Background: an optimization exercise with open tools, aiming at small area. Do not read the settings as production practice. Function was checked by simulation only, so behaviour that the tests miss may differ from the original. Power figures rest on the tool's default switching activity, not on a simulated workload.

==> flow/design.v (excerpt) <==
module hps_sample_capture_ctrl #(
  parameter int DATA_W = 9,
  parameter int DEPTH  = 256,
  parameter int CNT_W  = 13
) (
  input  logic                     clk,
  input  logic                     reset,
  input  logic [2:0]               avs_address,
  input  logic                     avs_read,
  input  logic                     avs_write,
  input  logic [31:0]              avs_writedata,
  output logic [31:0]              avs_readdata,
  input  logic [DATA_W-1:0]        sample_in,
  input  logic                     sample_valid,
  output logic                     irq
);
Size in the first run: about 2400 flip-flops, roughly 82 I/O pins, roughly 65000 sq um of cells after synthesis.
clock: 5.0 ns
lec_check: 0
cap_margin: 20
core_margin: 2
core_utilization: 65
cts_buf_list: sky130_fd_sc_hd__clkbuf_8
cts_cluster_diameter: 80
cts_cluster_size: 16
place_density: 0.85
slew_margin: 20
synth_hierarchical: 1
synth_minimum_keep_size: 0
standard.sh (not shown) runs the stock make flow with config.mk's settings and CLKGATE_MAP_FILE= SYNTH_SCRIPT=/design/flow/synth_recipe.tcl, a recipe that flattens the netlist after the stock synthesis.
==> flow/flow/run.sh <==
#!/bin/bash
# Standard synthesis, then every combinational cell is set to its smallest
# drive strength, then the standard layout from floorplan to finish, with
# Yosys's buffers removed at floorplan (the placer's repair buffers the
# nets again), the smallest buffer on the ports and no dummy clock loads in
# CTS.
set -euo pipefail
R=$PWD/orfs/results/$FLOW_PLATFORM/hps_sample_capture_ctrl/base
bash standard.sh "$R/1_2_yosys.v" > synth.log 2>&1
python3 flow/downsize.py "$R/1_2_yosys.v" "$FLOW_HOME/platforms/$FLOW_PLATFORM/lib/sky130_fd_sc_hd__tt_025C_1v80.lib" > downsize.log 2>&1
export REMOVE_ABC_BUFFERS=1
export BUFFER_PORTS_ARGS="-buffer_cell sky130_fd_sc_hd__buf_1"
export CTS_ARGS="-sink_clustering_enable -repair_clock_nets -dont_use_dummy_load -buf_list sky130_fd_sc_hd__clkbuf_8 -sink_clustering_size 20 -sink_clustering_max_diameter 60"
bash standard.sh > layout.log 2>&1
==> flow/flow/downsize.py <==
# Rewrites a Yosys netlist in place: every combinational cell that ABC sized
# above drive strength 1 becomes its _1 (or _0) variant, so the placer's
# repair sizes cells from the smallest up. Flip-flops, buffers, inverters and
# tie cells are left as they are.
import re, sys

LIB = sys.argv[2]
path = sys.argv[1]

cells = set(re.findall(r'\n\s*cell\s*\(\s*"?(sky130_fd_sc_hd__\w+)"?\s*\)', open(LIB).read()))
keep = re.compile(r'__(df|edf|sdf|dl|buf|clk|inv|conb|tap|fill|decap|diode|probe|lpflow)')

text = open(path).read()
count = 0

def swap(m):
    global count
    name, base = m.group(0), m.group(1)
    if keep.search(name):
        return name
    for small in (base + '_1', base + '_0'):
        if small in cells:
            count += 1
            return small
    return name

text = re.sub(r'\b(sky130_fd_sc_hd__\w+?)_(?:2|3|4|6|8|12|16)\b(?=\s+\S+\s*\()', swap, text)
open(path, 'w').write(text)
print('downsized %d cells' % count)
Change:
--- a/flow/flow/run.sh
+++ b/flow/flow/run.sh
@@ -13 +13 @@
-export CTS_ARGS="-sink_clustering_enable -repair_clock_nets -dont_use_dummy_load -buf_list sky130_fd_sc_hd__clkbuf_8 -sink_clustering_size 20 -sink_clustering_max_diameter 60"
+export CTS_ARGS="-sink_clustering_enable -repair_clock_nets -dont_use_dummy_load -buf_list sky130_fd_sc_hd__clkbuf_8 -sink_clustering_size 16 -sink_clustering_max_diameter 80"
- CORE_UTILIZATION: 65 -> 45
- PLACE_DENSITY: 0.85 -> 0.6
After rerunning: The new run finished with timing, DRC and antenna clean. Total power came out higher by 1.7%. Flip-flop and latch count does not change. Cell area increases by 1.9%.
Change:
--- a/flow/flow/run.sh
+++ b/flow/flow/run.sh
@@ -13 +13 @@
-export CTS_ARGS="-sink_clustering_enable -repair_clock_nets -dont_use_dummy_load -buf_list sky130_fd_sc_hd__clkbuf_8 -sink_clustering_size 16 -sink_clustering_max_diameter 80"
+export CTS_ARGS="-sink_clustering_enable -repair_clock_nets -dont_use_dummy_load -buf_list sky130_fd_sc_hd__clkbuf_8 -sink_clustering_size 18 -sink_clustering_max_diameter 70"
- CORE_UTILIZATION: 45 -> 65
- PLACE_DENSITY: 0.6 -> 0.85
=> The new run finished with timing, DRC and antenna clean; clock-buffer cell count falls by 16; via count rises by 0.89%; combinational power rises by about 1%; first-iteration DRC count rises by 16%; setup slack is better by 0.18 ns; clock skew is about the same; wire length falls by 2.1%; total power falls by 1.1%; critical path depth does not change; die area falls by 30%; cell area falls by 1.7%.

==> what the ideal ports hide <==
Ports are ideal in the flow. The routed layouts listed here were re-timed in OpenROAD.
Step 1 (the two cells are an assumption about what drives the block):
set clk [get_ports {clk}]
set_driving_cell -lib_cell sky130_fd_sc_hd__clkbuf_16 $clk
set_driving_cell -lib_cell sky130_fd_sc_hd__buf_2 [delete_from_list [all_inputs] $clk]
Step 2 adds t to the input delays and takes it off the output delays; t is the mean of the earliest and latest rising clock arrival at the registers after step 1. Input paths then give back, and output paths get back, about the clock's delay inside the block.
a / b / c = ideal ports / drivers / drivers and shift; a / b = the first two.
run	t, ns	slack for setup (ns)	hold WS [ns]	worst slew at a driven data input, ns
the first run	0.877	1.516 / 1.516 / 0.876	0.370 / 0.370 / 0.370	0.04
the second run	0.930	1.395 / 1.395 / 1.063	0.380 / 0.361 / 0.380	0.04
the third run	0.901	1.571 / 1.570 / 0.866	0.387 / 0.387 / 0.387	0.04
After both steps every run listed still meets setup and hold. For the third run, which loses most, drivers alone change the setup slack by -0.001 ns; drivers and shift together by -0.705 ns.
